What follows belongs to an exercise in optimizing a design on an open flow for small area, a short achievable clock period and few clock cycles per item; a production flow would make more cautious choices. Where RTL was checked, it was by simulation tests only, not by an equivalence proof against the original. No functional check of the RTL was part of runs 3 to 6. Power figures rest on the tool's default switching activity, not on a simulated workload.

`flow/run.sh`:
```
#!/bin/bash
set -o pipefail
export BUFFER_PORTS_ARGS="-buffer_cell sky130_fd_sc_hd__buf_1"
bash standard.sh > standard_flow.log 2>&1
```
`design.v`:
```
`timescale 1ns/10ps
`default_nettype none
module dt_times2 (
    input  wire [63:0] x,
    output reg  [63:0] y
);
    wire [10:0] e = x[62:52];
    always @(*) begin
        if (e == 11'd0)
            y = {x[63], x[61:0], 1'b0};           
        else if (e == 11'h7ff)
            y = x;                                
        else if (e == 11'h7fe)
            y = {x[63], 11'h7ff, 52'd0};          
        else
            y = {x[63], e + 11'd1, x[51:0]};
    end
endmodule
module dt_three_half_pre (
    input  wire [62:0] p,
    output wire        k2,
    output wire        big
);
    wire [52:0] m = {p[62:52] != 11'd0, p[51:0]};
    assign k2  = (m >= 53'h15555555555556);
    assign big = (m >= 53'h15555555555555);
endmodule
module dt_three_half (
    input  wire [62:0] p,
    input  wire        k2,
    input  wire        big,
    input  wire [63:0] q,        
    output wire [63:0] st_a,     
    output wire [63:0] st_b,     
    output wire [62:0] st_c      
);
    wire [10:0] e   = p[62:52];
    wire        ez  = (e == 11'd0);
    wire [52:0] m   = {~ez, p[51:0]};
    wire        inf = (e == 11'h7ff) | (big & (e == 11'h7fe));
    wire [19:0] xa   = {1'b0, m[16:0], 1'b1, k2} + {1'b0, m[17:0], 1'b1};
    wire [18:0] sa   = xa[19:1];
    wire [15:0] fra  = big ? sa[17:2] : sa[16:1];
    wire        tie  = k2 ? (m[1:0] == 2'b10) : m[0];
    wire [15:0] fra2 = inf ? 16'd0 : {fra[15:1], fra[0] & ~tie};
    assign st_a = {sa[18], sa[17], 46'd0, fra2};
    wire [19:0] xb   = {1'b0, m[34:17], q[63]} + {1'b0, m[35:18], 1'b1};
    wire [18:0] sb   = xb[19:1];
    wire [17:0] frb  = big ? sb[17:0] : {sb[16:0], q[62]};
    wire [17:0] frb2 = inf ? 18'd0 : frb;
    assign st_b = {sb[18], sb[17], 28'd0, frb2, q[15:0]};
    wire [19:0] xc   = {1'b0, m[52:35], q[63]} + {2'b00, m[52:36], 1'b1};
    wire [18:0] sc   = xc[19:1];
    wire [17:0] frc  = big ? sc[17:0] : {sc[16:0], q[62]};
    wire [10:0] ex   = big ? e + 11'd1 : (ez ? {10'd0, sc[17]} : e);
    assign st_c = inf ? {11'h7ff, 52'd0} : {ex, frc, q[33:0]};
endmodule
`default_nettype wire
`timescale 1ns/10ps
`default_nettype none
module dt_coef_top (
    input  wire                   clk,
    input  wire                   rst_n,
    input  wire                   start,
    input  wire [64-1:0]   delta_t,
    output wire                   mul_req_valid,
    input  wire                   mul_req_ready,
    output wire [64-1:0]   mul_req_a,
    output wire [64-1:0]   mul_req_b,
    input  wire                   mul_resp_valid,
    output wire                   mul_resp_ready,
    input  wire [64-1:0]   mul_resp_y,
    output wire [64-1:0]   coef_delta_t2,
    output wire [64-1:0]   coef_dt2,
    output wire [64-1:0]   coef_half_dt2,
    output wire [64-1:0]   coef_three2_dt2,
    output wire [64-1:0]   coef_half_dt3,
    output wire [64-1:0]   coef_third_dt3,
    output wire [64-1:0]   coef_sixth_dt3,
    output wire [64-1:0]   coef_two3_dt3,
    output wire [64-1:0]   coef_quarter_dt4,
    output wire [64-1:0]   coef_sixth_dt4,
    output wire [64-1:0]   coef_twelfth_dt4,
    output wire [64-1:0]   coef_five12_dt4,
    output wire                   done,
    output wire                   valid
);
    reg  [63:0] ra;           
    reg  [63:0] rb;           
    reg  [63:0] xq;           
    reg  [62:0] dt2_q, half2_q, half3_q, third3_q, sixth3_q, two3_q;
    reg  [62:0] quart4_q, sixth4_q, twelf4_q;
    reg         k2_q;         
    reg         big_q;        
    reg  [1:0]  t3_st;        
    reg         fin_q;        
    reg         req_q;        
    reg         busy_q;       
    reg         drop_q;       
    reg         pend_q;       
    reg         fast_q;       
    reg  [3:0]  step;         
    reg         done_q;
    reg         valid_q;
    wire        take     = req_q & mul_req_ready;
    wire        held     = req_q & ~mul_req_ready;      
    wire        resp     = mul_resp_valid;
    wire        good     = resp & ~drop_q;
    wire        fresh    = start & ~held;               
    wire        stash    = start & held;
    wire        recopy   = resp & drop_q & pend_q;      
    wire        last     = (step == 4'd11);
    wire        fin      = good & last;
    wire        ready    = (fin | fin_q) & t3_st[1];
    wire [63:0] y        = mul_resp_y;
    wire [10:0] ye       = y[62:52];
    wire [10:0] ye_m1    = ye - 11'd1;
    wire [10:0] ye_m2    = ye - 11'd2;
    wire [10:0] ye_p1    = ye + 11'd1;
    reg  [3:0]  nstep;
    always @(*) begin
        if (step == 4'd15)
            nstep = 4'd0;
        else if (!fast_q)
            nstep = step + 4'd1;
        else begin
            case (step)
                4'd0:     nstep = 4'd2;
                4'd2:     nstep = 4'd4;
                4'd4: nstep = 4'd7;
                4'd7:     nstep = 4'd9;
                default:   nstep = 4'd11;
            endcase
        end
    end
    reg  [63:0] bnext;
    always @(*) begin
        case (nstep)
            4'd1,
            4'd3:  bnext = 64'h3fe0_0000_0000_0000;
            4'd4: bnext = 64'h3fd5_5555_5555_5555;
            4'd5,
            4'd9: bnext = 64'h3fc5_5555_5555_5555;
            4'd6:   bnext = 64'h3fe5_5555_5555_5555;
            4'd8: bnext = 64'h3fd0_0000_0000_0000;
            4'd10: bnext = 64'h3fb5_5555_5555_5555;
            4'd11: bnext = 64'h3fda_aaaa_aaaa_aaab;
            default:   bnext = xq;               
        endcase
    end
    wire ra_from_y = (step == 4'd0) | (step == 4'd2) | (step == 4'd7) |
                     (step == 4'd15) | last;
    wire [63:0] x2;
    wire [62:0] three2;
    wire        k2_d, big_d;
    dt_times2 x2_i (
        .x (xq),
        .y (x2)
    );
    dt_three_half_pre t3p_i (
        .p   (dt2_q),
        .k2  (k2_d),
        .big (big_d)
    );
    wire [63:0] t3_a, t3_b;
    dt_three_half t3_i (
        .p    (dt2_q),
        .k2   (k2_q),
        .big  (big_q),
        .q    (rb),
        .st_a (t3_a),
        .st_b (t3_b),
        .st_c (three2)
    );
    always @(posedge clk) begin
        k2_q  <= k2_d;
        big_q <= big_d;
    end
    always @(posedge clk or negedge rst_n) begin
        if (!rst_n) begin
            req_q   <= 1'b0;
            busy_q  <= 1'b0;
            drop_q  <= 1'b0;
            pend_q  <= 1'b0;
            done_q  <= 1'b0;
            valid_q <= 1'b0;
            fin_q   <= 1'b0;
            t3_st   <= 2'd0;
        end else begin
            if (take)
                busy_q <= 1'b1;
            else if (resp)
                busy_q <= 1'b0;
            if (fresh) begin
                drop_q <= (busy_q & ~resp) | take;
                req_q  <= ~((busy_q & ~resp) | take);
                pend_q <= 1'b0;
            end else begin
                if (stash)
                    pend_q <= 1'b1;
                else if (resp & drop_q)
                    pend_q <= 1'b0;
                if (take & pend_q)
                    drop_q <= 1'b1;
                else if (resp)
                    drop_q <= 1'b0;
                if (take)
                    req_q <= 1'b0;
                else if (resp & drop_q)
                    req_q <= 1'b1;
                else if (good)
                    req_q <= ~last;
            end
            if (start) begin
                done_q  <= 1'b0;
                valid_q <= 1'b0;
                fin_q   <= 1'b0;
            end else begin
                done_q  <= ready & ~valid_q;
                valid_q <= valid_q | ready;
                if (fin)
                    fin_q <= 1'b1;
            end
            if (fresh | recopy)
                t3_st <= 2'd0;
            else if (take & last)
                t3_st <= 2'd1;
            else if (t3_st != 2'd0 && t3_st != 2'd3)
                t3_st <= t3_st + 2'd1;
        end
    end
    always @(posedge clk) begin
        if (start)
            fast_q <= (delta_t[62:52] >= 11'd773) && (delta_t[62:52] <= 11'd1273);
        if (fresh)
            step <= 4'd0;
        else if (recopy)
            step <= 4'd15;
        else if (good & ~last)
            step <= nstep;
    end
    always @(posedge clk) begin
        if (fresh)
            ra <= delta_t;
        else if (recopy)
            ra <= 64'h3ff0_0000_0000_0000;
        else if (good & ra_from_y)
            ra <= y;
        if (fresh)
            rb <= delta_t;
        else if (recopy)
            rb <= xq;
        else if (good & ~last)
            rb <= bnext;
        else if (take & last)
            rb <= t3_a;
        else if (t3_st == 2'd1)
            rb <= t3_b;
        else if (t3_st == 2'd2)
            rb <= {1'b0, three2};
        if (start)
            xq <= delta_t;
        else if (good & (step == 4'd7))
            xq <= x2;
        if (good & (step == 4'd0))
            dt2_q <= y[62:0];
        if (good & ((step == 4'd0) | (step == 4'd1)))
            half2_q <= {fast_q ? ye_m1 : ye, y[51:0]};
        if (good & ((step == 4'd2) & fast_q | (step == 4'd3)))
            half3_q <= {fast_q ? ye_m1 : ye, y[51:0]};
        if (good & (step == 4'd4))
            third3_q <= y[62:0];
        if (good & ((step == 4'd4) & fast_q | (step == 4'd5)))
            sixth3_q <= {fast_q ? ye_m1 : ye, y[51:0]};
        if (good & ((step == 4'd4) & fast_q | (step == 4'd6)))
            two3_q <= {fast_q ? ye_p1 : ye, y[51:0]};
        if (good & ((step == 4'd7) & fast_q | (step == 4'd8)))
            quart4_q <= {fast_q ? ye_m2 : ye, y[51:0]};
        if (good & (step == 4'd9))
            sixth4_q <= y[62:0];
        if (good & ((step == 4'd9) & fast_q | (step == 4'd10)))
            twelf4_q <= {fast_q ? ye_m1 : ye, y[51:0]};
    end
    assign mul_req_valid    = req_q;
    assign mul_req_a        = ra;
    assign mul_req_b        = rb;
    assign mul_resp_ready   = 1'b1;
    assign coef_delta_t2    = xq;
    assign coef_dt2         = {1'b0, dt2_q};
    assign coef_half_dt2    = {1'b0, half2_q};
    assign coef_three2_dt2  = rb;
    assign coef_half_dt3    = {xq[63], half3_q};
    assign coef_third_dt3   = {xq[63], third3_q};
    assign coef_sixth_dt3   = {xq[63], sixth3_q};
    assign coef_two3_dt3    = {xq[63], two3_q};
    assign coef_quarter_dt4 = {1'b0, quart4_q};
    assign coef_sixth_dt4   = {1'b0, sixth4_q};
    assign coef_twelfth_dt4 = {1'b0, twelf4_q};
    assign coef_five12_dt4  = ra;
    assign done             = done_q;
    assign valid            = valid_q;
endmodule
`default_nettype wire
```
`constraint.sdc`:
```
create_clock -name core_clock -period 5.0 [get_ports {clk}]
set_input_delay 1.0000 -clock core_clock [delete_from_list [all_inputs] [get_ports {clk}]]
set_output_delay 1.0000 -clock core_clock [all_outputs]
set_load 0.01 [all_outputs]
```
`standard.sh`:
```
#!/bin/bash
# synth_recipe.tcl (not shown) runs the flow's synth.tcl, then flattens the netlist and writes it again
# the make line also repeats each setting of config.mk as NAME=value (left out here)
make -C /OpenROAD-flow-scripts/flow DESIGN_CONFIG=/design/flow/config.mk WORK_HOME=/design/flow/orfs CLKGATE_MAP_FILE= SYNTH_SCRIPT=/design/flow/synth_recipe.tcl "${@:-finish}"
```
`config.mk`:
```
export PLATFORM = sky130hd
export DESIGN_NAME = dt_coef_top
export DESIGN_NICKNAME = dt_coef_top
export VERILOG_FILES = /design/flow/design.v
export SDC_FILE = /design/flow/constraint.sdc
export NUM_CORES = 4
export LEC_CHECK = 0
export ABC_CLOCK_PERIOD_IN_PS = 2300
export CAP_MARGIN = 20
export CORE_MARGIN = 2
export CORE_UTILIZATION = 35
export SETUP_SLACK_MARGIN = 2.4
export SLEW_MARGIN = 20
export TNS_END_PERCENT = 10
```
==> flow_metrics.env, run 1 <==
export IMPL_run_status="no timing/DRC/antenna violations"
export IMPL_num_nets_final=3734
export IMPL_fmax_ghz=0.328
export IMPL_yosys_area_top_type="edfxtp_1"
export IMPL_multi_input_area_um2=9780
export IMPL_grt_setup_unrepaired="yes"
export IMPL_synth_sequential_area_ratio_pct=69.1
export IMPL_async_reset_ff_share_pct=1.16
export IMPL_switching_share_of_power_pct=37.2
export IMPL_antenna_found_initial=9
export IMPL_dieArea_um2=98200
export IMPL_cp_required_ns=5.41
export IMPL_cts_hold_fix_buffers=0
export IMPL_power_leakage_nw=14.7
export IMPL_worstSetupEndpointType="flip-flop"
export IMPL_grt_max_degree=88
export IMPL_insertion_delay_ns=0.68
export IMPL_vias=24900
export IMPL_worst_setup_path_type="reg2reg"
export IMPL_share_seq_of_total_power_pct=40.6
export IMPL_yosys_area_top_type_share_pct=68.1
export IMPL_timing_critical_path_slowest_stage_cell="edfxtp_1"
export IMPL_grt_first_pass_wirelength_um=186000
export IMPL_final_clock_period_utilization_by_the_worst_path_pct=61.0
export IMPL_number_of_flops_mapped_to_enable_cells_by_yosys=760
export IMPL_routed_wire_length_per_instance_um=28.8
export IMPL_global_route_usage_total_pct=27.1
export IMPL_worst_pin_slew_ns=1.00
export IMPL_fin_setup_tns_ns=0
export IMPL_gp_routability_congestion=0.912
export IMPL_p_switching_mw=8.58
export IMPL_p_comb_share_pct=32.0
export IMPL_detail_route_vias_per_cell=5.18
export IMPL_critical_path_cell_list="buf_4 > buf_4 > ha_1 > a221oi_2 > nor2_2 > a221oi_2 > buf_4 > o211ai_2 > a311oi_2 > xnor2_1 > a221oi_2 > a21oi_1"
export IMPL_drt_pass1_iterations=9
export IMPL_clk_transition_reported_paths_ns=0.06
export IMPL_final_cell_mix="buf_1, edfxtp_1, nand2_1"
export IMPL_tritoncts="built"
export IMPL_area_sequential_um2=23200
export IMPL_ioPinCount=1033
export IMPL_post_route_cell_area_um2=42600
export IMPL_grt_pass1_vias=23800
export IMPL_synth_ff_type="edfxtp_1"
export IMPL_post_route_cells_drive_above_1_share_pct=13.1
export IMPL_gr_usage_met3_pct=7.07
export IMPL_powerDensity_nw_per_um2=540
export IMPL_clock_tree_buffer_depth=3
export IMPL_tritoncts_num_buffers=85
export IMPL_worst_setup_path_start_kind="flip-flop"
export IMPL_timing_hold_violations_final=0
export IMPL_ys_ff_latch=775
export IMPL_drt_drc_violations_left=0
export IMPL_syn_inst=2441
export IMPL_core_area_um2=95000
export IMPL_layout_commonest_cell="buf_1"
export IMPL_chipWidth_um=313
export IMPL_ir_worst_vdd_mv=0.331
export IMPL_cts_root_buf="clkbuf_16"
export IMPL_critical_path_max_stage_delay_ns=0.53
export IMPL_met1_usage_pct=35.1
export IMPL_std_cell_rows=113
export IMPL_fin_crit_ns=3.05
export IMPL_initial_utilization_pct=35.3
export IMPL_maxSlewHeadroom_pct=33.2
export IMPL_finalMaxSlewViolations=0
export IMPL_fillerInstances=8817
export IMPL_hold_ws_ns=0.296
export IMPL_cts_max_level=3
export IMPL_finalCoreUtilization_pct=44.9
export IMPL_max_cap_viol_count=0
export IMPL_worst_endpoint_arrival_ns=3.47
export IMPL_synth_warning_count=2
export IMPL_synth_top_cells_by_area="edfxtp_1, ha_1, buf_4, nand2_1, a21oi_1"
export IMPL_detailedRoute_firstIterationViolations=2530
export IMPL_floorplan_die_height_um=313
export IMPL_synth_cell_area_um2=33500
export IMPL_drt_wl_total_um=138000
export IMPL_clockPowerShare_pct=27.4
export IMPL_cp_buffers_inverters=3
export IMPL_grt_use_met2_pct=45.0
export IMPL_worst_setup_slack_after_placement_ns=0.937
export IMPL_cp_top_delay_family="compound AO/OA/AOI/OAI gates"
export IMPL_post_synth_cell_area_avg_um2=13.7
export IMPL_min_delay_worst_type="in2async"
export IMPL_setup_viol_count_final=0
export IMPL_post_route_worst_setup_slack_ns=1.95
export IMPL_antenna_violating_nets_post_route=0
export IMPL_postPlaceCellArea_um2=38100
export IMPL_timing_critical_path_fanout_max=5
export IMPL_power_report_internal_total_mw=14.5
export IMPL_fin_worst_skew_ns=0.0311
export IMPL_hpwl_um=103000
export IMPL_numPortBuffers=1026
export IMPL_count_of_unique_library_cells_instantiated_by_yosys=85
export IMPL_clock_sink_count=775
export IMPL_grt_busiest_layer="met2"
export IMPL_flow_area_growth_from_synthesis_pct=27.3
export IMPL_grt_overflow=0
worst register-to-register path, stage by stage, from the launching register on:
cell      delay, ns
edfxtp_1       0.53
buf_4          0.20
buf_4          0.12
ha_1           0.26
a221oi_2       0.29
nor2_2         0.11
a221oi_2       0.22
buf_4          0.17
o211ai_2       0.17
a311oi_2       0.26
xnor2_1        0.15
a221oi_2       0.24
a21oi_1        0.09
cell families after synthesis:
kind of cell               Yosys count  share of synthesized area, %
xor gates and xnor gates            91                          2.40
muxes                               20                         0.601
and+or+nand+nor                    604                          8.05
other                                2                        0.0224
buffers and inverters              306                          5.05
DFF                                775                          69.1
AOI/OAI and AO/OA                  517                          10.0
adders and majority gates          126                          4.75
cells in the mapped netlist, types with 33 or more instances:
cell type / n
nor2_1: 156
edfxtp_1: 760
a21oi_1: 137
xnor2_1: 57
nand2_1: 265
clkbuf_1: 70
buf_4: 140
a22o_1: 39
ha_1: 124
xor2_1: 33
nor3_1: 33
o21ai_0: 131
inv_1: 79
path summary, 6_finish.rpt:
| kind | startpoint | endpoint | slack (ns) | depth (start not counted) |
|---|---|---|---|---|
| max in group asynchronous | rst_n | t3_st[1]$_DFFE_PN0P_ | 4.32 | 1 |
| setup / recovery | dt2_q[1]$_DFFE_PP_ | rb[14]$_DFFE_PP_ | 1.95 | 12 |
| min in group core_clock | valid_q$_DFF_PN0_ | done_q$_DFF_PN0_ | 0.45 | 1 |
| hold reg to reg | valid_q$_DFF_PN0_ | done_q$_DFF_PN0_ | 0.45 | 1 |
| hold / removal | rst_n | req_q$_DFFE_PN0P_ | 0.30 | 1 |
| setup reg to reg | dt2_q[1]$_DFFE_PP_ | rb[14]$_DFFE_PP_ | 1.95 | 12 |
registers in the layout, summed over array words and instances (netlist names), 2 cells and up:
register,cells
half2_q,63
step,4
half3_q,63
dt2_q,63
twelf4_q,63
ra,64
sixth3_q,63
xq,64
two3_q,63
rb,64
sixth4_q,63
quart4_q,63
t3_st,2
third3_q,63
power groups by stage:
stage / Clock (mW) / Sequential [mW] / Combinational [mW]
global placement: 0 / 9.49 / 6.33
floorplan: 0 / 9.45 / 3.69
detailed placement: 0 / 9.51 / 6.33
global route: 6.62 / 9.42 / 7.94
finish: 6.31 / 9.34 / 7.37
CTS: 6.43 / 9.36 / 7.35
layer usage:
layer	routed length, um	vias up
met4	3290	4
met1	56600	12500
li1	-	11000
met3	11700	162
met5	27	-
met2	66700	1195
per-stage QoR:
step	total power [mW]	instances
2_1_floorplan	13.1	2445
3_3_place_gp	15.8	4555
3_5_place_dp	15.8	4555
4_1_cts	23.1	4798
5_1_grt	24.0	4805
6_report	23.0	4807
cell type report:
class | count | share of cell area [%]
clock inverters | 59 | 1.34
flip-flops and latches | 775 | 54.3
repair buffers | 1167 | 11.8
diodes | 3 | 0.0176
multi-input cells | 1366 | 22.9
clock buffers | 92 | 5.10
well taps | 1265 | 3.71
inverters | 80 | 0.710
timing repair:
action | 4_1_cts | 5_1_grt
pin swaps | 80 | 3
resized for setup | 207 | 12
cloned | 3 | 0
setup buffers | 89 | 6
endpoints found under the setup margin | 303 | 313
Testbench counts, summed over its fixed seeds: cycles 5,960, sequences 192.
==> run 2, diff against run 1 <==
==> run.sh (new file) <==
#!/bin/bash
# synth_recipe.tcl (not shown) runs the flow's synth.tcl, then flattens the netlist and writes it again
# the make line also repeats each setting of config.mk as NAME=value (left out here)
make -C /OpenROAD-flow-scripts/flow DESIGN_CONFIG=/design/flow/config.mk WORK_HOME=/design/flow/orfs CLKGATE_MAP_FILE= SYNTH_SCRIPT=/design/flow/synth_recipe.tcl finish
--- a/config.mk
+++ b/config.mk
@@ -10,5 +10,4 @@
 export CORE_MARGIN = 2
 export CORE_UTILIZATION = 35
-export SETUP_SLACK_MARGIN = 2.4
+export SETUP_SLACK_MARGIN = 2.7
 export SLEW_MARGIN = 20
-export TNS_END_PERCENT = 10
removed: flow/run.sh
removed: standard.sh
==> run 2 against run 1 <==
Critical path depth is 1 lower. Cell count is 7.8% higher. Synthesized cell count stayed put. Highest routed layer unchanged.
==> flow_metrics.env, run 2 <==
export IMPL_biggestRegsByFlops="ra (64), rb (64), xq (64)"
export IMPL_gp_routability_congestion=0.893
export IMPL_cts_root_buf="clkbuf_16"
export IMPL_tritoncts="built"
export IMPL_synth_top_cells_by_area="edfxtp_1, ha_1, buf_4, nand2_1, a21oi_1"
export IMPL_ir_worst_vdd_mv=0.402
export IMPL_hpwl_um=104000
export IMPL_std_cell_rows=113
export IMPL_num_nets_final=4104
export IMPL_grt_max_degree=88
export IMPL_antenna_violating_nets_post_route=0
export IMPL_max_cap_viol_count=0
export IMPL_vias=27300
export IMPL_clk_transition_reported_paths_ns=0.06
export IMPL_antenna_found_initial=8
export IMPL_numPortBuffers=1026
export IMPL_ys_ff_latch=775
export IMPL_cts_max_level=3
export IMPL_regToRegEndpoint="rb[32]$_DFFE_PP_"
export IMPL_fin_worst_skew_ns=0.0230
export IMPL_syn_inst=2441
export IMPL_finalCoreUtilization_pct=54.7
export IMPL_timing_reg2reg_worst_path_depth=11
export IMPL_critical_path_max_stage_delay_ns=0.48
export IMPL_min_delay_worst_type="reg2reg"
export IMPL_critical_path_reg2reg_startpoint="dt2_q[25]$_DFFE_PP_"
export IMPL_detailedRoute_firstIterationViolations=2444
export IMPL_post_route_cells_drive_above_1_share_pct=49.2
export IMPL_final_cell_mix="edfxtp_1, buf_2, buf_6"
export IMPL_core_area_um2=95000
export IMPL_min_delay_start="valid_q$_DFF_PN0_"
export IMPL_powerDensity_nw_per_um2=508
export IMPL_timing_critical_path_slowest_stage_cell="edfxtp_1"
export IMPL_dieArea_um2=98200
export IMPL_insertion_delay_ns=0.67
export IMPL_clock_tree_buffer_depth=3
export IMPL_drt_wl_total_um=154000
export IMPL_grt_overflow=0
export IMPL_yosys_area_top_type_share_pct=68.1
export IMPL_postPlaceCellArea_um2=44900
export IMPL_floorplan_die_height_um=313
export IMPL_fmax_ghz=0.325
export IMPL_fin_setup_tns_ns=0
export IMPL_global_route_usage_total_pct=29.4
export IMPL_worst_setup_path_start_kind="flip-flop"
export IMPL_number_of_placed_instances_with_taps_included=4543
export IMPL_post_synth_cell_area_avg_um2=13.7
export IMPL_multi_input_area_um2=11400
export IMPL_synth_sequential_area_ratio_pct=69.1
export IMPL_grt_setup_unrepaired="yes"
export IMPL_synthTopCellsByCount="edfxtp_1, nand2_1, nor2_1"
export IMPL_routed_wire_length_per_instance_um=29.7
export IMPL_synth_warning_count=2
export IMPL_worst_setup_path_type="reg2reg"
export IMPL_cts_hold_fix_buffers=0
export IMPL_critical_path_cell_list="inv_2 > ha_4 > nor3b_2 > or3_4 > a221oi_4 > a21bo_4 > a221o_1 > xnor2_2 > mux2i_2 > a221oi_2 > nor2_1"
export IMPL_grt_pass1_vias=26000
export IMPL_power_leakage_nw=20.9
export IMPL_yosysMostFrequentCell="edfxtp_1"
export IMPL_finalMaxSlewViolations=0
export IMPL_chipWidth_um=313
export IMPL_drt_drc_violations_left=0
export IMPL_timing_critical_path_fanout_max=4
export IMPL_timing_hold_violations_final=0
export IMPL_synth_ff_type="edfxtp_1"
export IMPL_detail_route_vias_per_cell=5.27
export IMPL_run_status="no timing/DRC/antenna violations"
export IMPL_endpoint_worst_hold="done_q$_DFF_PN0_"
export IMPL_grt_first_pass_wirelength_um=205000
export IMPL_layout_commonest_cell="edfxtp_1"
export IMPL_worst_endpoint_arrival_ns=3.50
export IMPL_count_of_unique_library_cells_instantiated_by_yosys=85
export IMPL_fillerInstances=8112
export IMPL_synth_cell_area_um2=33500
export IMPL_final_cell_count_no_fill=5183
export IMPL_flow_area_growth_from_synthesis_pct=55.0
export IMPL_maxSlewHeadroom_pct=47.2
export IMPL_drt_pass1_iterations=8
export IMPL_hold_depth=1
export IMPL_yosys_area_top_type="edfxtp_1"
export IMPL_worst_pin_slew_ns=0.792
export IMPL_ff2ff_setup_slack_ns=1.92
export IMPL_clock_sink_count=775
export IMPL_worstSetupEndpointType="flip-flop"
export IMPL_cp_required_ns=5.42
export IMPL_post_route_cell_area_um2=51900
export IMPL_area_sequential_um2=23200
export IMPL_fin_crit_ns=3.08
export IMPL_initial_utilization_pct=35.3
export IMPL_tritoncts_num_buffers=86
export IMPL_ioPinCount=1033
export IMPL_setup_viol_count_final=0
export IMPL_final_clock_period_utilization_by_the_worst_path_pct=61.6
export IMPL_async_reset_ff_share_pct=1.16
export IMPL_number_of_flops_mapped_to_enable_cells_by_yosys=760
[run 2: repair_timing]
item,in CTS,in global routing
pin swaps,131,186
gates cloned,11,14
endpoints found under the setup margin,1853,955
buffers inserted,373,81
resized for setup,4017,463
[run 2: power by group]
part,total [mW],switching (mW),internal (mW)
clock network,6.51,2.79,3.72
logic,10.7,5.92,4.75
registers,9.21,0.768,8.44
total,26.4,9.48,16.9
[run 2: per-layer routing]
metal | routed length, um | GRT usage (%) | vias to the layer above
met5 | 63 | 0 | -
li1 | - | - | 11800
met2 | 75200 | 49.4 | 1381
met1 | 61000 | 37.9 | 13900
met4 | 4780 | 8.14 | 10
met3 | 13100 | 7.01 | 238
[run 2: logic make-up after synthesis]
family                   count (synthesis)  synth area share, %
AO/OA/AOI/OAI                          517                 10.0
other                                    2               0.0224
XOR/XNOR                                91                 2.40
multiplexers                            20                0.601
AND/OR/NAND/NOR                        604                 8.05
flip-flops                             775                 69.1
buffers and inverters                  306                 5.05
adder cells (fa/ha/maj)                126                 4.75
[run 2: cell type report]
| cell class | count | area share [%] |
|---|---|---|
| Sequential cell | 775 | 44.6 |
| Timing Repair Buffer | 1528 | 24.3 |
| Multi-Input combinational cell | 1374 | 21.9 |
| Clock buffer | 101 | 4.33 |
| Tap cell | 1265 | 3.05 |
| Clock inverter | 58 | 1.14 |
| Inverter | 80 | 0.686 |
| Antenna cell | 2 | 0.00964 |
[run 2: critical path, delay by kind of cell, from the launching register on]
family | cells | cell delay (ns)
DFF | 1 | 0.48
xor gates and xnor gates | 1 | 0.19
buffers and inverters | 1 | 0.09
AOI/OAI and AO/OA | 4 | 1.18
muxes | 1 | 0.11
adders and majority gates | 1 | 0.28
and+or+nand+nor | 3 | 0.50
[run 2: per-stage QoR]
| step | hold slack, ns | power, mW | setup slack [ns] |
|---|---|---|---|
| floorplan | 0.482 | 13.4 | 1.99 |
| global placement | 0.446 | 17.6 | 1.01 |
| detailed placement | 0.453 | 17.5 | 0.929 |
| CTS | 0.458 | 25.5 | 1.97 |
| global route | 0.486 | 27.3 | 1.80 |
| finish | 0.455 | 26.4 | 1.92 |
[run 2: how the worst max path moves through the flow]
stage	cells past startpoint	end	slack, ns	from
4_1_cts	11	rb[32]$_DFFE_PP_	1.97	dt2_q[25]$_DFFE_PP_
6_report	11	rb[32]$_DFFE_PP_	1.92	dt2_q[25]$_DFFE_PP_
5_1_grt	11	rb[32]$_DFFE_PP_	1.80	dt2_q[25]$_DFFE_PP_
3_5_place_dp	7	rb[40]$_DFFE_PP_	0.93	mul_resp_valid
2_1_floorplan	6	xq[0]$_DFFE_PP_	1.99	xq[52]$_DFFE_PP_
3_3_place_gp	7	rb[22]$_DFFE_PP_	1.01	mul_resp_valid
==> run 3, diff against run 2 <==
--- a/design.v
+++ b/design.v
@@ -30,29 +30,15 @@
     input  wire        k2,
     input  wire        big,
-    input  wire [63:0] q,        
-    output wire [63:0] st_a,     
-    output wire [63:0] st_b,     
-    output wire [62:0] st_c      
+    output wire [62:0] y
 );
     wire [10:0] e   = p[62:52];
     wire        ez  = (e == 11'd0);
     wire [52:0] m   = {~ez, p[51:0]};
+    wire [54:0] s   = {1'b0, m, 1'b1} + {2'b00, m} + {54'd0, k2};
+    wire [51:0] fr  = big ? s[53:2] : s[52:1];
+    wire        tie = k2 ? (m[1:0] == 2'b10) : m[0];
+    wire [10:0] ex  = big ? e + 11'd1 : (ez ? {10'd0, s[53]} : e);
     wire        inf = (e == 11'h7ff) | (big & (e == 11'h7fe));
-    wire [19:0] xa   = {1'b0, m[16:0], 1'b1, k2} + {1'b0, m[17:0], 1'b1};
-    wire [18:0] sa   = xa[19:1];
-    wire [15:0] fra  = big ? sa[17:2] : sa[16:1];
-    wire        tie  = k2 ? (m[1:0] == 2'b10) : m[0];
-    wire [15:0] fra2 = inf ? 16'd0 : {fra[15:1], fra[0] & ~tie};
-    assign st_a = {sa[18], sa[17], 46'd0, fra2};
-    wire [19:0] xb   = {1'b0, m[34:17], q[63]} + {1'b0, m[35:18], 1'b1};
-    wire [18:0] sb   = xb[19:1];
-    wire [17:0] frb  = big ? sb[17:0] : {sb[16:0], q[62]};
-    wire [17:0] frb2 = inf ? 18'd0 : frb;
-    assign st_b = {sb[18], sb[17], 28'd0, frb2, q[15:0]};
-    wire [19:0] xc   = {1'b0, m[52:35], q[63]} + {2'b00, m[52:36], 1'b1};
-    wire [18:0] sc   = xc[19:1];
-    wire [17:0] frc  = big ? sc[17:0] : {sc[16:0], q[62]};
-    wire [10:0] ex   = big ? e + 11'd1 : (ez ? {10'd0, sc[17]} : e);
-    assign st_c = inf ? {11'h7ff, 52'd0} : {ex, frc, q[33:0]};
+    assign y = inf ? {11'h7ff, 52'd0} : {ex, fr[51:1], fr[0] & ~tie};
 endmodule
 `default_nettype wire
@@ -93,6 +79,4 @@
     reg         k2_q;         
     reg         big_q;        
-    reg  [1:0]  t3_st;        
-    reg         fin_q;        
     reg         req_q;        
     reg         busy_q;       
@@ -112,5 +96,4 @@
     wire        last     = (step == 4'd11);
     wire        fin      = good & last;
-    wire        ready    = (fin | fin_q) & t3_st[1];
     wire [63:0] y        = mul_resp_y;
     wire [10:0] ye       = y[62:52];
@@ -163,13 +146,9 @@
         .big (big_d)
     );
-    wire [63:0] t3_a, t3_b;
     dt_three_half t3_i (
-        .p    (dt2_q),
-        .k2   (k2_q),
-        .big  (big_q),
-        .q    (rb),
-        .st_a (t3_a),
-        .st_b (t3_b),
-        .st_c (three2)
+        .p   (dt2_q),
+        .k2  (k2_q),
+        .big (big_q),
+        .y   (three2)
     );
     always @(posedge clk) begin
@@ -185,6 +164,4 @@
             done_q  <= 1'b0;
             valid_q <= 1'b0;
-            fin_q   <= 1'b0;
-            t3_st   <= 2'd0;
         end else begin
             if (take)
@@ -215,17 +192,9 @@
                 done_q  <= 1'b0;
                 valid_q <= 1'b0;
-                fin_q   <= 1'b0;
             end else begin
-                done_q  <= ready & ~valid_q;
-                valid_q <= valid_q | ready;
+                done_q <= fin;
                 if (fin)
-                    fin_q <= 1'b1;
+                    valid_q <= 1'b1;
             end
-            if (fresh | recopy)
-                t3_st <= 2'd0;
-            else if (take & last)
-                t3_st <= 2'd1;
-            else if (t3_st != 2'd0 && t3_st != 2'd3)
-                t3_st <= t3_st + 2'd1;
         end
     end
@@ -251,12 +220,6 @@
         else if (recopy)
             rb <= xq;
-        else if (good & ~last)
-            rb <= bnext;
-        else if (take & last)
-            rb <= t3_a;
-        else if (t3_st == 2'd1)
-            rb <= t3_b;
-        else if (t3_st == 2'd2)
-            rb <= {1'b0, three2};
+        else if (good)
+            rb <= last ? {1'b0, three2} : bnext;
         if (start)
             xq <= delta_t;
--- a/config.mk
+++ b/config.mk
@@ -6,8 +6,8 @@
 export NUM_CORES = 4
 export LEC_CHECK = 0
-export ABC_CLOCK_PERIOD_IN_PS = 2300
+export ABC_CLOCK_PERIOD_IN_PS = 2700
 export CAP_MARGIN = 20
 export CORE_MARGIN = 2
 export CORE_UTILIZATION = 35
-export SETUP_SLACK_MARGIN = 2.7
+export SETUP_SLACK_MARGIN = 2.3
 export SLEW_MARGIN = 20
==> run 3 against run 2 <==
Critical path depth grew 2. Synthesized cell count increased by 2.2%. Non-clock buffer count shrank 300. Sequential power rose by 0.5%. Area after synthesis rose by 0.80%. Combinational power decreased by 5%. Register-to-register slack got worse by 0.40 ns. Via count is 5.0% lower. Clock power down 9.4%. Still clean. Total power fell by 3.8%. Global-route usage shrank 0.47 points. Hold slack improved by 0.072 ns.
==> flow_metrics.env, run 3 <==
export IMPL_syn_inst=2495
export IMPL_routed_wire_length_per_instance_um=30.5
export IMPL_number_of_flops_mapped_to_enable_cells_by_yosys=760
export IMPL_startpoint="dt2_q[0]$_DFFE_PP_"
export IMPL_std_cell_rows=113
export IMPL_postPlaceCellArea_um2=44800
export IMPL_cts_max_level=3
export IMPL_grt_setup_unrepaired="yes"
export IMPL_finalMaxSlewViolations=0
export IMPL_synth_cell_area_um2=33800
export IMPL_ioPinCount=1033
export IMPL_worstSetupEndpointType="flip-flop"
export IMPL_worst_setup_path_start_kind="flip-flop"
export IMPL_fin_setup_tns_ns=0
export IMPL_clk_transition_reported_paths_ns=0.07
export IMPL_total_power_mw=25.4
export IMPL_grt_pass1_vias=24900
export IMPL_drt_pass1_iterations=7
export IMPL_synth_warning_count=2
export IMPL_biggestRegsByFlops="ra (64), rb (64), xq (64)"
export IMPL_fillerInstances=8240
export IMPL_grt_overflow=0
export IMPL_power_report_internal_total_mw=16.2
export IMPL_detailedRoute_firstIterationViolations=2540
export IMPL_ys_ff_latch=772
export IMPL_timing_critical_path_fanout_max=3
export IMPL_flow_area_growth_from_synthesis_pct=47.8
export IMPL_yosys_area_top_type_share_pct=67.6
export IMPL_worst_endpoint_arrival_ns=3.90
export IMPL_critical_path_reg2reg_startpoint="dt2_q[0]$_DFFE_PP_"
export IMPL_antenna_found_initial=10
export IMPL_initial_utilization_pct=35.4
export IMPL_synth_ff_type="edfxtp_1"
export IMPL_finalCoreUtilization_pct=52.4
export IMPL_num_nets_final=3822
export IMPL_synth_sequential_area_ratio_pct=68.4
export IMPL_power_leakage_nw=18.3
export IMPL_clock_tree_buffer_depth=3
export IMPL_cp_required_ns=5.42
export IMPL_async_reset_ff_share_pct=0.777
export IMPL_cts_root_buf="clkbuf_16"
export IMPL_grt_max_degree=82
export IMPL_worst_setup_slack_after_placement_ns=0.825
export IMPL_gp_routability_congestion=0.934
export IMPL_fmax_ghz=0.287
export IMPL_switching_share_of_power_pct=36.1
export IMPL_final_cell_mix="clkdlybuf4s50_1, edfxtp_1, nand2_1"
export IMPL_worst_setup_path_type="reg2reg"
export IMPL_p_comb_share_pct=40.3
export IMPL_dieArea_um2=99000
export IMPL_post_synth_cell_area_avg_um2=13.5
export IMPL_critPathCapture="rb[27]$_DFFE_PP_"
export IMPL_timing_hold_violations_final=0
export IMPL_max_cap_viol_count=0
export IMPL_worst_pin_slew_ns=1.20
export IMPL_antenna_violating_nets_post_route=0
export IMPL_timing_reg2reg_worst_path_depth=13
export IMPL_setup_viol_count_final=0
export IMPL_maxSlewHeadroom_pct=19.7
export IMPL_run_status="no timing/DRC/antenna violations"
export IMPL_drt_wl_total_um=149000
export IMPL_detail_route_vias_per_cell=5.29
export IMPL_count_of_unique_library_cells_instantiated_by_yosys=86
export IMPL_ir_worst_vdd_mv=0.325
export IMPL_post_route_cells_drive_above_1_share_pct=16.2
export IMPL_global_route_usage_total_pct=28.9
export IMPL_numPortBuffers=1026
export IMPL_vias=25900
export IMPL_share_seq_of_total_power_pct=36.5
export IMPL_regToRegEndpoint="rb[27]$_DFFE_PP_"
export IMPL_final_clock_period_utilization_by_the_worst_path_pct=69.6
export IMPL_layout_commonest_cell="clkdlybuf4s50_1"
export IMPL_post_route_worst_setup_slack_ns=1.52
export IMPL_clock_sink_count=772
export IMPL_synth_top_cells_by_area="edfxtp_1, ha_1, buf_4, nand2_1, o21ai_0"
export IMPL_grt_first_pass_wirelength_um=201000
export IMPL_synthTopCellsByCount="edfxtp_1, nand2_1, nor2_1"
export IMPL_p_switching_mw=9.17
export IMPL_yosys_area_top_type="edfxtp_1"
export IMPL_hpwl_um=108000
export IMPL_fin_worst_skew_ns=0.0273
export IMPL_tritoncts_num_buffers=84
export IMPL_cts_hold_fix_buffers=0
export IMPL_powerDensity_nw_per_um2=509
export IMPL_number_of_placed_instances_with_taps_included=4589
export IMPL_final_cell_count_no_fill=4900
export IMPL_tritoncts="built"
export IMPL_drt_drc_violations_left=0
export IMPL_fin_crit_ns=3.48
export IMPL_min_delay_worst_type="reg2reg"
export IMPL_ff2ff_setup_slack_ns=1.52
export IMPL_hold_ws_ns=0.527
export IMPL_clockPowerShare_pct=23.2
export IMPL_core_area_um2=95300
export IMPL_post_route_cell_area_um2=49900
export IMPL_yosysMostFrequentCell="edfxtp_1"
export IMPL_floorplan_die_height_um=315
export IMPL_chipWidth_um=315
export IMPL_insertion_delay_ns=0.67
-- run 3: cell count changes after synthesis, sizes merged, moves of 8 or more --
cell / change
nand2: -11
xnor2: +15
o21bai: +11
a22oi: -10
and3: +10
xor2: -10
nor4: +18
clkbuf: +21
o21ai: +17
o2111ai: -8
-- run 3: worst min-delay path by stage --
stage | to | depth (start not counted) | from
after floorplan | busy_q$_DFFE_PN0P_ | 2 | busy_q$_DFFE_PN0P_
after global placement | valid_q$_DFFE_PN0P_ | 2 | valid_q$_DFFE_PN0P_
after detailed placement | req_q$_DFFE_PN0P_ | 1 | req_q$_DFFE_PN0P_
after CTS | busy_q$_DFFE_PN0P_ | 2 | busy_q$_DFFE_PN0P_
after global routing | busy_q$_DFFE_PN0P_ | 2 | busy_q$_DFFE_PN0P_
final | valid_q$_DFFE_PN0P_ | 2 | valid_q$_DFFE_PN0P_
-- run 3: layout make-up --
cell class	count	area (um^2)	share of cell area [%]
Multi-Input combinational cell	1397	10500	21.0
Tap cell	1265	1580	3.17
Inverter	85	327	0.654
Sequential cell	772	23100	46.3
Clock buffer	104	2230	4.47
Clock inverter	43	302	0.604
Timing Repair Buffer	1228	11900	23.8
Antenna cell	6	15.0	0.0301
-- run 3: logic make-up (layout without fill, tap and decap cells) --
kind of cell	count (synthesis)	count (layout)	synth area share [%]
mux	17	17	0.515
other cells	2	12	0.0222
flops	772	772	68.4
fa+ha+maj	122	122	4.53
xor+xnor	96	96	2.49
buf+inv	333	1460	5.29
simple gates	593	595	7.87
compound gates	560	561	10.9
-- run 3: power groups by stage --
stage | clock (mW) | combinational (mW) | sequential [mW]
final | 5.90 | 10.2 | 9.26
after global routing | 6.21 | 10.7 | 9.34
after CTS | 6.01 | 9.48 | 9.27
after detailed placement | 0 | 8.44 | 9.52
after global placement | 0 | 8.44 | 9.51
after floorplan | 0 | 3.99 | 9.46
-- run 3: critical path, stage by stage (launching register included) --
cell	delay, ns
edfxtp_1	0.43
or2_4	0.26
fa_2	0.33
nor2b_4	0.14
o311ai_4	0.34
a31oi_4	0.17
a221oi_4	0.34
or4_4	0.20
o311ai_2	0.13
a31oi_1	0.23
xnor2_1	0.17
a21oi_1	0.13
a221oi_1	0.28
nor2_1	0.07
-- run 3: layer usage --
metal	vias to the layer above	part of all wire, %	global-route usage (%)
li1	11300	-	-
met1	13100	39	36.7
met2	1295	49	48.8
met3	195	8.4	7.13
met4	4	3.0	8.51
met5	-	0.017	0
-- run 3: repair_timing --
action / CTS / global route
pin swaps: 78 / 64
setup buffers: 109 / 41
gates resized for setup: 455 / 143
setup endpoints to repair: 673 / 380
gates cloned: 4 / 3
==> run 4, diff against run 3 <==
--- a/config.mk
+++ b/config.mk
@@ -6,8 +6,8 @@
 export NUM_CORES = 4
 export LEC_CHECK = 0
-export ABC_CLOCK_PERIOD_IN_PS = 2700
+export ABC_CLOCK_PERIOD_IN_PS = 2300
 export CAP_MARGIN = 20
 export CORE_MARGIN = 2
 export CORE_UTILIZATION = 35
-export SETUP_SLACK_MARGIN = 2.3
+export SETUP_SLACK_MARGIN = 2.7
 export SLEW_MARGIN = 20
==> run 4 against run 3 <==
Largest cell class unchanged. Synthesized cell count is the same. Hold slack gained 0.0015 ns. Highest routed layer unchanged. Total power grew 7.3%.
==> flow_metrics.env, run 4 <==
export IMPL_numPortBuffers=1026
export IMPL_chipWidth_um=315
export IMPL_total_power_mw=27.3
export IMPL_synth_warning_count=2
export IMPL_hold_depth=2
export IMPL_min_delay_worst_type="reg2reg"
export IMPL_worst_pin_slew_ns=1.15
export IMPL_hpwl_um=108000
export IMPL_final_cell_mix="edfxtp_1, buf_2, buf_6"
export IMPL_antenna_found_initial=10
export IMPL_cp_required_ns=5.41
export IMPL_timing_critical_path_fanout_max=4
export IMPL_detail_route_vias_per_cell=5.29
export IMPL_regToRegEndpoint="rb[43]$_DFFE_PP_"
export IMPL_yosys_area_top_type="edfxtp_1"
export IMPL_cts_max_level=3
export IMPL_synth_top_family_by_area="compound AO/OA/AOI/OAI gates"
export IMPL_worst_setup_slack_after_placement_ns=0.780
export IMPL_grt_max_degree=71
export IMPL_finalMaxSlewViolations=0
export IMPL_timing_reg2reg_worst_path_depth=13
export IMPL_endpoint_worst_hold="busy_q$_DFFE_PN0P_"
export IMPL_synth_sequential_area_ratio_pct=68.4
export IMPL_run_status="no timing/DRC/antenna violations"
export IMPL_cts_hold_fix_buffers=0
export IMPL_tritoncts="built"
export IMPL_drt_pass1_iterations=6
export IMPL_critical_path_reg2reg_startpoint="dt2_q[0]$_DFFE_PP_"
export IMPL_syn_inst=2495
export IMPL_timing_hold_violations_final=0
export IMPL_post_synth_cell_area_avg_um2=13.5
export IMPL_async_reset_ff_share_pct=0.777
export IMPL_worstSetupEndpointType="flip-flop"
export IMPL_ioPinCount=1033
export IMPL_setup_viol_count_final=0
export IMPL_maxSlewHeadroom_pct=22.9
export IMPL_tritoncts_num_buffers=85
export IMPL_final_clock_period_utilization_by_the_worst_path_pct=70.1
export IMPL_power_leakage_nw=20.1
export IMPL_fmax_ghz=0.285
export IMPL_floorplan_die_height_um=315
export IMPL_clock_tree_buffer_depth=3
export IMPL_antenna_violating_nets_post_route=0
export IMPL_drt_drc_violations_left=0
export IMPL_fin_worst_skew_ns=0.0302
export IMPL_min_delay_start="busy_q$_DFFE_PN0P_"
export IMPL_ys_ff_latch=772
export IMPL_insertion_delay_ns=0.69
export IMPL_post_route_cells_drive_above_1_share_pct=45.9
export IMPL_dieArea_um2=99000
export IMPL_clk_transition_reported_paths_ns=0.06
export IMPL_number_of_flops_mapped_to_enable_cells_by_yosys=760
export IMPL_initial_utilization_pct=35.4
export IMPL_grt_overflow=0
export IMPL_global_route_usage_total_pct=30.4
export IMPL_count_of_unique_library_cells_instantiated_by_yosys=86
export IMPL_detailedRoute_firstIterationViolations=2724
export IMPL_post_route_cell_area_um2=50800
export IMPL_std_cell_rows=113
export IMPL_synth_ff_type="edfxtp_1"
export IMPL_ir_worst_vdd_mv=0.329
export IMPL_flow_area_growth_from_synthesis_pct=50.5
export IMPL_yosys_area_top_type_share_pct=67.6
export IMPL_synth_adder_area_share_pct=4.53
export IMPL_max_cap_viol_count=0
export IMPL_core_area_um2=95300
export IMPL_synthTopCellsByCount="edfxtp_1, nand2_1, nor2_1"
export IMPL_grt_setup_unrepaired="yes"
export IMPL_num_nets_final=4066
export IMPL_ff2ff_setup_slack_ns=1.50
export IMPL_worst_setup_path_type="reg2reg"
export IMPL_grt_pass1_vias=26500
export IMPL_synth_cell_area_um2=33800
export IMPL_postPlaceCellArea_um2=44800
export IMPL_synth_top_cells_by_area="edfxtp_1, ha_1, buf_4, nand2_1, o21ai_0"
export IMPL_synth_simple_area_share_pct=7.87
export IMPL_worst_setup_path_start_kind="flip-flop"
export IMPL_yosysMostFrequentCell="edfxtp_1"
export IMPL_worst_endpoint_arrival_ns=3.91
export IMPL_vias=27300
export IMPL_grt_first_pass_wirelength_um=211000
export IMPL_fin_crit_ns=3.50
export IMPL_cts_root_buf="clkbuf_16"
export IMPL_routed_wire_length_per_instance_um=30.5
export IMPL_drt_wl_total_um=157000
export IMPL_post_synth_mux_area_share_pct=0.515
export IMPL_fin_setup_tns_ns=0
export IMPL_layout_commonest_cell="edfxtp_1"
export IMPL_gp_routability_congestion=0.933
export IMPL_post_synthesis_compound_gate_area_fraction_pct=10.9
export IMPL_powerDensity_nw_per_um2=536
export IMPL_clock_sink_count=772
export IMPL_post_synthesis_share_of_cell_area_spent_on_xor_and_xnor_gates_pct=2.49
export IMPL_biggestRegsByFlops="ra (64), rb (64), xq (64)"
export IMPL_post_route_worst_setup_slack_ns=1.50
run 4: cell counts after synthesis:
Identical to the previous run, type by type.
run 4: where the power goes:
group / switching [mW] / internal (mW) / total, mW
clock network: 2.75 / 3.86 / 6.61
logic: 6.41 / 5.06 / 11.5
registers: 0.738 / 8.44 / 9.18
run 4: final cells by class:
class / instances / area [um^2]
fill: 8293 / 44500
sequential: 772 / 23100
timing repair buffer: 1468 / 11900
multi-input combinational: 1400 / 11000
clock buffer: 102 / 2210
tap: 1265 / 1580
clock inverter: 56 / 681
inverter: 85 / 339
antenna: 4 / 10.0
run 4: through the flow:
step	hold WS, ns	util, %	cells
global placement	0.482	47.0	4592
global route	0.542	53.3	5150
floorplan	0.472	-	2499
CTS	0.530	52.0	5081
detailed placement	0.509	47.0	4592
finish	0.528	53.3	5152
run 4: repair_timing:
| item | in CTS | in global routing |
|---|---|---|
| gates resized for setup | 4111 | 339 |
| buffers inserted | 317 | 65 |
| gates cloned | 14 | 2 |
| hold endpoints to repair | 0 | 0 |
| pin swaps | 123 | 91 |
| endpoints found under the setup margin | 1718 | 648 |
run 4: cell families after synthesis:
family          after synthesis
fa+ha+maj                   122
other cells                   2
compound gates              560
flops                       772
simple gates                593
xor+xnor                     96
buf+inv                     333
mux                          17
run 4: worst max-delay path by stage:
stage / start / endpoint / slack [ns] / depth (start not counted)
5_1_grt: dt2_q[23]$_DFFE_PP_ / rb[45]$_DFFE_PP_ / 1.45 / 13
4_1_cts: dt2_q[0]$_DFFE_PP_ / rb[43]$_DFFE_PP_ / 1.52 / 13
2_1_floorplan: mul_resp_valid / half3_q[0]$_DFFE_PP_ / 1.25 / 3
3_3_place_gp: dt2_q[0]$_DFFE_PP_ / rb[48]$_DFFE_PP_ / 0.87 / 14
3_5_place_dp: dt2_q[0]$_DFFE_PP_ / rb[49]$_DFFE_PP_ / 0.78 / 14
6_report: dt2_q[0]$_DFFE_PP_ / rb[43]$_DFFE_PP_ / 1.50 / 13
run 4: metal layers:
layer	vias to the layer above	part of all wire [%]	track usage, %
met5	-	0.030	0
met3	239	8.5	8.09
met2	1349	49	50.9
met1	13900	40	38.6
met4	8	3.1	8.76
li1	11800	-	-
run 4: worst max-delay path, cell delays in order, from the launching register on:
cell and delay (ns):
edfxtp_1 0.43, or2_4 0.27, fa_2 0.34, nor2b_4 0.15, o311ai_4 0.31, a31oi_2 0.16, a221oi_2 0.41, or4_4 0.24
a21oi_4 0.10, a21o_4 0.25, xnor2_2 0.14, o221ai_1 0.17, a21oi_1 0.07, o21bai_1 0.19
==> run 5, diff against run 4 <==
--- a/design.v
+++ b/design.v
@@ -30,15 +30,22 @@
     input  wire        k2,
     input  wire        big,
-    output wire [62:0] y
+    output wire [63:0] lo,       
+    input  wire [63:0] lo_q,     
+    output wire [62:0] y         
 );
     wire [10:0] e   = p[62:52];
     wire        ez  = (e == 11'd0);
     wire [52:0] m   = {~ez, p[51:0]};
-    wire [54:0] s   = {1'b0, m, 1'b1} + {2'b00, m} + {54'd0, k2};
-    wire [51:0] fr  = big ? s[53:2] : s[52:1];
-    wire        tie = k2 ? (m[1:0] == 2'b10) : m[0];
-    wire [10:0] ex  = big ? e + 11'd1 : (ez ? {10'd0, s[53]} : e);
     wire        inf = (e == 11'h7ff) | (big & (e == 11'h7fe));
-    assign y = inf ? {11'h7ff, 52'd0} : {ex, fr[51:1], fr[0] & ~tie};
+    wire [28:0] s_lo = {1'b0, m[26:0], 1'b1} + {1'b0, m[27:0]} + {28'd0, k2};
+    wire [27:0] s_l  = s_lo[27:0];
+    wire [25:0] fr_l = big ? s_l[27:2] : s_l[26:1];
+    wire        tie  = k2 ? (m[1:0] == 2'b10) : m[0];
+    wire [25:0] fr_f = inf ? 26'd0 : {fr_l[25:1], fr_l[0] & ~tie};
+    assign lo = {s_lo[28], s_l[27], 36'd0, fr_f};
+    wire [26:0] s_h  = {1'b0, m[52:27]} + {2'b00, m[52:28]} + {26'd0, lo_q[63]};
+    wire [25:0] fr_h = big ? s_h[25:0] : {s_h[24:0], lo_q[62]};
+    wire [10:0] ex   = big ? e + 11'd1 : (ez ? {10'd0, s_h[25]} : e);
+    assign y = inf ? {11'h7ff, 52'd0} : {ex, fr_h, lo_q[25:0]};
 endmodule
 `default_nettype wire
@@ -79,4 +86,5 @@
     reg         k2_q;         
     reg         big_q;        
+    reg         t3_st2;       
     reg         req_q;        
     reg         busy_q;       
@@ -146,9 +154,12 @@
         .big (big_d)
     );
+    wire [63:0] three2_lo;
     dt_three_half t3_i (
-        .p   (dt2_q),
-        .k2  (k2_q),
-        .big (big_q),
-        .y   (three2)
+        .p    (dt2_q),
+        .k2   (k2_q),
+        .big  (big_q),
+        .lo   (three2_lo),
+        .lo_q (rb),
+        .y    (three2)
     );
     always @(posedge clk) begin
@@ -220,6 +231,11 @@
         else if (recopy)
             rb <= xq;
-        else if (good)
-            rb <= last ? {1'b0, three2} : bnext;
+        else if (good & ~last)
+            rb <= bnext;
+        else if (take & last)
+            rb <= three2_lo;
+        else if (t3_st2)
+            rb <= {1'b0, three2};
+        t3_st2 <= take & last & ~start;
         if (start)
             xq <= delta_t;
==> run 5 against run 4 <==
Setup slack improved by 0.16 ns. Largest power group unchanged. Area after synthesis down 0.29%. Critical path type unchanged. Largest cell class unchanged. Still clean. Hold slack worse by 0.038 ns. Flip-flop and latch count grew 1. Critical path depth down 1. Cell count fell by 0.83%. Clock skew fell by 0.0063 ns.
==> flow_metrics.env, run 5 <==
export IMPL_run_status="no timing/DRC/antenna violations"
export IMPL_drt_drc_violations_left=0
export IMPL_antenna_found_initial=10
export IMPL_number_of_flops_mapped_to_enable_cells_by_yosys=760
export IMPL_final_clock_period_utilization_by_the_worst_path_pct=66.8
export IMPL_cts_root_buf="clkbuf_16"
export IMPL_syn_inst=2476
export IMPL_grt_pass1_vias=26200
export IMPL_hpwl_um=108000
export IMPL_synth_cell_area_um2=33700
export IMPL_fmax_ghz=0.299
export IMPL_setup_viol_count_final=0
export IMPL_synth_warning_count=2
export IMPL_async_reset_ff_share_pct=0.776
export IMPL_dieArea_um2=98700
export IMPL_synth_simple_area_share_pct=8.00
export IMPL_critical_path_max_stage_delay_ns=0.43
export IMPL_synth_top_family_by_area="compound AO/OA/AOI/OAI gates"
export IMPL_timing_critical_path_slowest_stage_cell="edfxtp_1"
export IMPL_synth_top_cells_by_area="edfxtp_1, ha_1, buf_4, nand2_1, a21oi_1"
export IMPL_yosys_area_top_type="edfxtp_1"
export IMPL_power_leakage_nw=19.8
export IMPL_cp_required_ns=5.40
export IMPL_post_route_cells_drive_above_1_share_pct=42.3
export IMPL_fin_worst_skew_ns=0.0239
export IMPL_drt_pass1_iterations=6
export IMPL_fin_crit_ns=3.34
export IMPL_tritoncts_num_buffers=86
export IMPL_grt_overflow=0
export IMPL_final_cell_mix="edfxtp_1, buf_2, buf_6"
export IMPL_timing_critical_path_fanout_max=2
export IMPL_worst_setup_path_type="reg2reg"
export IMPL_grt_max_degree=64
export IMPL_flow_area_growth_from_synthesis_pct=48.1
export IMPL_gp_routability_congestion=0.916
export IMPL_ys_ff_latch=773
export IMPL_cts_max_level=3
export IMPL_chipWidth_um=314
export IMPL_post_synthesis_share_of_cell_area_spent_on_xor_and_xnor_gates_pct=2.31
export IMPL_worst_setup_path_start_kind="flip-flop"
export IMPL_fin_setup_tns_ns=0
export IMPL_final_cell_count_no_fill=5109
export IMPL_vias=26500
export IMPL_initial_utilization_pct=35.4
export IMPL_timing_hold_violations_final=0
export IMPL_max_cap_viol_count=0
export IMPL_worst_pin_slew_ns=1.10
export IMPL_synthTopCellsByCount="edfxtp_1, nand2_1, a21oi_1"
export IMPL_routed_wire_length_per_instance_um=29.6
export IMPL_drt_wl_total_um=151000
export IMPL_post_synth_mux_area_share_pct=0.691
export IMPL_detailedRoute_firstIterationViolations=2432
export IMPL_post_route_worst_setup_slack_ns=1.66
export IMPL_synth_ff_type="edfxtp_1"
export IMPL_yosysMostFrequentCell="edfxtp_1"
export IMPL_synth_sequential_area_ratio_pct=68.6
export IMPL_synth_adder_area_share_pct=4.64
export IMPL_detail_route_vias_per_cell=5.19
export IMPL_cts_hold_fix_buffers=0
export IMPL_post_synthesis_compound_gate_area_fraction_pct=10.5
export IMPL_maxSlewHeadroom_pct=26.8
export IMPL_worst_setup_slack_after_placement_ns=0.688
export IMPL_numPortBuffers=1026
export IMPL_grt_setup_unrepaired="yes"
export IMPL_std_cell_rows=113
export IMPL_post_synth_cell_area_avg_um2=13.6
export IMPL_ioPinCount=1033
export IMPL_antenna_violating_nets_post_route=0
export IMPL_min_delay_worst_type="reg2reg"
export IMPL_floorplan_die_height_um=314
export IMPL_powerDensity_nw_per_um2=502
export IMPL_tritoncts="built"
export IMPL_number_of_placed_instances_with_taps_included=4583
export IMPL_biggestRegsByFlops="ra (64), rb (64), xq (64)"
export IMPL_worst_path_most_repeated_cell="fa_2"
export IMPL_yosys_area_top_type_share_pct=67.8
export IMPL_clk_transition_reported_paths_ns=0.07
export IMPL_worst_endpoint_arrival_ns=3.74
export IMPL_layout_commonest_cell="edfxtp_1"
export IMPL_critical_path_cell_list="fa_2 > fa_2 > nor2b_4 > o211ai_1 > a21boi_2 > buf_4 > a311o_1 > a211oi_2 > xnor2_1 > mux2i_1 > a221oi_2 > nor2_1"
export IMPL_clock_sink_count=773
export IMPL_global_route_usage_total_pct=29.6
export IMPL_num_nets_final=4031
export IMPL_ir_worst_vdd_mv=0.308
export IMPL_fillerInstances=8337
export IMPL_finalMaxSlewViolations=0
export IMPL_worstSetupEndpointType="flip-flop"
export IMPL_insertion_delay_ns=0.66
export IMPL_clock_tree_buffer_depth=3
export IMPL_finalCoreUtilization_pct=52.4
export IMPL_count_of_unique_library_cells_instantiated_by_yosys=80
export IMPL_core_area_um2=95200
export IMPL_grt_first_pass_wirelength_um=206000
## run 5: metrics by stage
stage          hold WS [ns]  total power [mW]  cell area [um^2]
6_report              0.490              25.1             49900
5_1_grt               0.511              26.0             49900
4_1_cts               0.495              24.5             49500
3_5_place_dp          0.485              17.2             44700
3_3_place_gp          0.479              17.2             44700
2_1_floorplan         0.473              13.0             33800
## run 5: final cells by class
cell class,instances,area (um^2),share of cell area [%]
flip-flops and latches,773,23100,46.3
clock inverters,55,398,0.797
repair buffers,1437,11700,23.5
diodes,2,5.00,0.0100
clock buffers,100,2270,4.55
inverters,97,373,0.747
multi-input cells,1380,10400,20.9
well taps,1265,1580,3.17
## run 5: kinds of logic (layout without fill, tap and decap cells)
kind of cell / after synthesis / count (layout)
mux: 23 / 23
simple gates: 589 / 592
buf+inv: 331 / 1689
other cells: 2 / 8
xor+xnor: 89 / 89
compound gates: 546 / 547
fa+ha+maj: 123 / 123
flops: 773 / 773
## run 5: worst max-delay path: cells and delay by family, from the launching register on
| family | cells | cell delay [ns] |
|---|---|---|
| compound gates | 5 | 1.21 |
| xor+xnor | 1 | 0.18 |
| fa+ha+maj | 2 | 0.77 |
| buf+inv | 1 | 0.19 |
| flops | 1 | 0.43 |
| mux | 1 | 0.12 |
| simple gates | 2 | 0.20 |
## run 5: timing repair
action / 4_1_cts / 5_1_grt
pin swaps: 122 / 96
setup buffers: 300 / 64
cloned: 5 / 0
setup endpoints to repair: 1803 / 803
resized for setup: 3695 / 457
## run 5: worst paths after layout
kind | start | endpoint | slack (ns) | cells after the start
worst max-delay path | dt2_q[27]$_DFFE_PP_ | rb[40]$_DFFE_PP_ | 1.66 | 12
worst min-delay path | valid_q$_DFFE_PN0P_ | valid_q$_DFFE_PN0P_ | 0.49 | 1
worst max register to register | dt2_q[27]$_DFFE_PP_ | rb[40]$_DFFE_PP_ | 1.66 | 12
worst min register to register | valid_q$_DFFE_PN0P_ | valid_q$_DFFE_PN0P_ | 0.49 | 1
max in group asynchronous | rst_n | req_q$_DFFE_PN0P_ | 4.17 | 1
min in group asynchronous | rst_n | done_q$_DFF_PN0_ | 0.59 | 1
## run 5: where the power goes
part	leakage (nW)	total (mW)	switching [mW]	internal, mW
sequential	7.19	9.14	0.742	8.40
clock	1.31	6.13	2.68	3.45
combinational	11.3	9.78	5.55	4.23
total	19.8	25.1	8.97	16.1
## run 5: per-layer routing
layer	routed length (um)	GRT usage, %	share of wire, %	up-vias
li1	-	-	-	11700
met1	57300	35.5	38	13400
met2	76800	52.3	51	1147
met3	13200	8.56	8.7	186
met4	3830	6.67	2.5	10
met5	69	0	0.046	-
==> run 6, diff against run 5 <==
==> flow/run.sh (new file) <==
#!/bin/bash
set -o pipefail
export BUFFER_PORTS_ARGS="-buffer_cell sky130_fd_sc_hd__buf_1"
bash standard.sh > standard_flow.log 2>&1
==> standard.sh (new file) <==
#!/bin/bash
# synth_recipe.tcl (not shown) runs the flow's synth.tcl, then flattens the netlist and writes it again
# the make line also repeats each setting of config.mk as NAME=value (left out here)
make -C /OpenROAD-flow-scripts/flow DESIGN_CONFIG=/design/flow/config.mk WORK_HOME=/design/flow/orfs CLKGATE_MAP_FILE= SYNTH_SCRIPT=/design/flow/synth_recipe.tcl "${@:-finish}"
removed: run.sh
==> run 6 against run 5 <==
Utilization fell by 3.3 points. Wire length fell by 1.4%. Clock skew rose by 0.0042 ns. Area after synthesis did not move. Hold slack got worse by 0.29 ns. Global-route usage fell by 0.72 points. Setup slack got worse by 0.068 ns. Critical endpoint is now rb[49]$_DFFE_PP_. Largest power group is now sequential cells.
==> flow_metrics.env, run 6 <==
export IMPL_run_status="no timing/DRC/antenna violations"
export IMPL_number_of_flops_mapped_to_enable_cells_by_yosys=760
export IMPL_post_route_cells_drive_above_1_share_pct=27.0
export IMPL_floorplan_die_height_um=314
export IMPL_yosys_area_top_type_share_pct=67.8
export IMPL_finalMaxSlewViolations=0
export IMPL_cts_max_level=3
export IMPL_cts_root_buf="clkbuf_16"
export IMPL_maxSlewHeadroom_pct=32.9
export IMPL_antenna_found_initial=13
export IMPL_count_of_unique_library_cells_instantiated_by_yosys=80
export IMPL_ys_ff_latch=773
export IMPL_final_clock_period_utilization_by_the_worst_path_pct=68.2
export IMPL_setup_viol_count_final=0
export IMPL_synth_sequential_area_ratio_pct=68.6
export IMPL_antenna_violating_nets_post_route=0
export IMPL_max_cap_viol_count=0
export IMPL_cts_hold_fix_buffers=0
export IMPL_cp_required_ns=5.43
export IMPL_timing_hold_violations_final=0
export IMPL_dieArea_um2=98700
export IMPL_core_area_um2=95200
export IMPL_post_synth_cell_area_avg_um2=13.6
export IMPL_hpwl_um=104000
export IMPL_hold_ws_ns=0.203
export IMPL_std_cell_rows=113
export IMPL_biggestRegsByFlops="ra (64), rb (64), xq (64)"
export IMPL_detail_route_vias_per_cell=5.29
export IMPL_grt_first_pass_wirelength_um=200000
export IMPL_fin_crit_ns=3.41
export IMPL_synth_ff_type="edfxtp_1"
export IMPL_routed_wire_length_per_instance_um=29.5
export IMPL_drt_wl_total_um=149000
export IMPL_synth_warning_count=2
export IMPL_grt_max_degree=65
export IMPL_routed_wl_met3_um=14000
export IMPL_powerDensity_nw_per_um2=527
export IMPL_tritoncts_num_buffers=88
export IMPL_fin_worst_skew_ns=0.0281
export IMPL_final_cell_mix="buf_1, edfxtp_1, buf_4"
export IMPL_num_nets_final=3975
export IMPL_drt_drc_violations_left=0
export IMPL_tritoncts="built"
export IMPL_top_layer="met5"
export IMPL_fmax_ghz=0.293
export IMPL_flow_area_growth_from_synthesis_pct=38.7
export IMPL_final_cell_count_no_fill=5058
export IMPL_chipWidth_um=314
export IMPL_layout_commonest_cell="buf_1"
export IMPL_drt_pass1_iterations=6
export IMPL_detailedRoute_firstIterationViolations=2555
export IMPL_grt_setup_unrepaired="yes"
export IMPL_numPortBuffers=1026
export IMPL_met2RoutedLength_um=73100
export IMPL_insertion_delay_ns=0.68
export IMPL_timing_critical_path_fanout_max=4
export IMPL_async_reset_ff_share_pct=0.776
export IMPL_clock_tree_buffer_depth=3
export IMPL_grt_overflow=0
export IMPL_worst_endpoint_arrival_ns=3.84
export IMPL_synthTopCellsByCount="edfxtp_1, nand2_1, a21oi_1"
export IMPL_ir_worst_vdd_mv=0.357
export IMPL_synth_cell_area_um2=33700
export IMPL_worstSetupEndpointType="flip-flop"
export IMPL_number_of_placed_instances_with_taps_included=4587
export IMPL_worst_pin_slew_ns=1.01
export IMPL_initial_utilization_pct=35.4
export IMPL_clock_sink_count=773
export IMPL_min_delay_worst_type="in2async"
export IMPL_clk_transition_reported_paths_ns=0.06
export IMPL_power_leakage_nw=17.1
==> run 6: changes by cell type in the layout (fill, tap and decap cells not counted), sizes merged, moves of 4 or more <==
cell / before / now
bufinv: 4 / 8
clkbuf: 194 / 172
clkdlybuf4s50: 121 / 0
dlygate4sd2: 4 / 0
inv: 99 / 106
buf: 1065 / 1303
clkinv: 46 / 36
clkdlybuf4s15: 152 / 0
==> run 6: cell families (layout without fill, tap and decap cells) <==
| kind of cell | count (synthesis) | in the layout | synth area share, % |
|---|---|---|---|
| fa+ha+maj | 123 | 123 | 4.64 |
| buf+inv | 331 | 1631 | 5.26 |
| xor+xnor | 89 | 89 | 2.31 |
| simple gates | 589 | 598 | 8.00 |
| mux | 23 | 23 | 0.691 |
| compound gates | 546 | 548 | 10.5 |
| flops | 773 | 773 | 68.6 |
| other cells | 2 | 8 | 0.0223 |
==> run 6: what timing repair did <==
item / CTS / global route
pin swaps: 114 / 109
resized for setup: 719 / 245
buffers inserted: 218 / 77
gates cloned: 11 / 1
setup endpoints to repair: 928 / 680
==> run 6: power breakdown <==
part	leakage (nW)	internal, mW	switching (mW)
combinational	8.55	3.43	5.45
clock	1.40	3.74	2.77
sequential	7.19	8.40	0.825
==> run 6: layer usage <==
metal | track usage, % | up-vias
met5 | 0 | -
met4 | 9.10 | 14
met3 | 9.05 | 283
met2 | 48.5 | 1410
met1 | 35.3 | 13400
li1 | - | 11600
==> run 6: final timing paths <==
kind                                     startpoint             endpoint  slack (ns)  depth (start not counted)
worst max-delay path            dt2_q[33]$_DFFE_PP_     rb[49]$_DFFE_PP_        1.59                         12
worst min-delay path                          rst_n  valid_q$_DFFE_PN0P_        0.20                          1
worst max register to register  dt2_q[33]$_DFFE_PP_     rb[49]$_DFFE_PP_        1.59                         12
worst min register to register  valid_q$_DFFE_PN0P_  valid_q$_DFFE_PN0P_        0.50                          1
max in group asynchronous                     rst_n    req_q$_DFFE_PN0P_        4.52                          1
min in group core_clock         valid_q$_DFFE_PN0P_  valid_q$_DFFE_PN0P_        0.50                          1
==> run 6: area by class of cell <==
class | instances | area (um^2)
multi-input combinational | 1387 | 10600
clock inverter | 59 | 587
clock buffer | 103 | 2300
tap | 1265 | 1580
sequential | 773 | 23100
timing repair buffer | 1372 | 8100
fill | 8458 | 48400
antenna | 2 | 5.00
inverter | 97 | 374
==> run 6: stage by stage <==
| step | power, mW | utilization (%) | setup slack, ns | instance area, um^2 |
|---|---|---|---|---|
| floorplan | 13.0 | - | 1.13 | 33800 |
| global placement | 15.6 | 40.2 | 0.959 | 38300 |
| detailed placement | 15.6 | 40.2 | 0.892 | 38300 |
| CTS | 24.0 | 47.6 | 1.66 | 45300 |
| global route | 25.6 | 49.1 | 1.45 | 46700 |
| finish | 24.6 | 49.1 | 1.59 | 46700 |
==> run 6: critical path, cell delays in order (launching register included) <==
cell and delay [ns]:
edfxtp_1 0.42, inv_1 0.09, ha_1 0.40, inv_1 0.09, a2111oi_0 0.59, a21boi_2 0.20, a31oi_2 0.31, o21ai_2 0.10
a311o_1 0.38, buf_4 0.17, xnor2_2 0.15, o22ai_1 0.10, o21bai_1 0.16

Check on run 6: ideal ports give 1.591 ns setup slack; a clkbuf_16 on the clock port and buf_2 on the inputs give 1.591 ns; moving port delays by the midpoint clock arrival (0.734 ns) as well gives 1.591 ns.
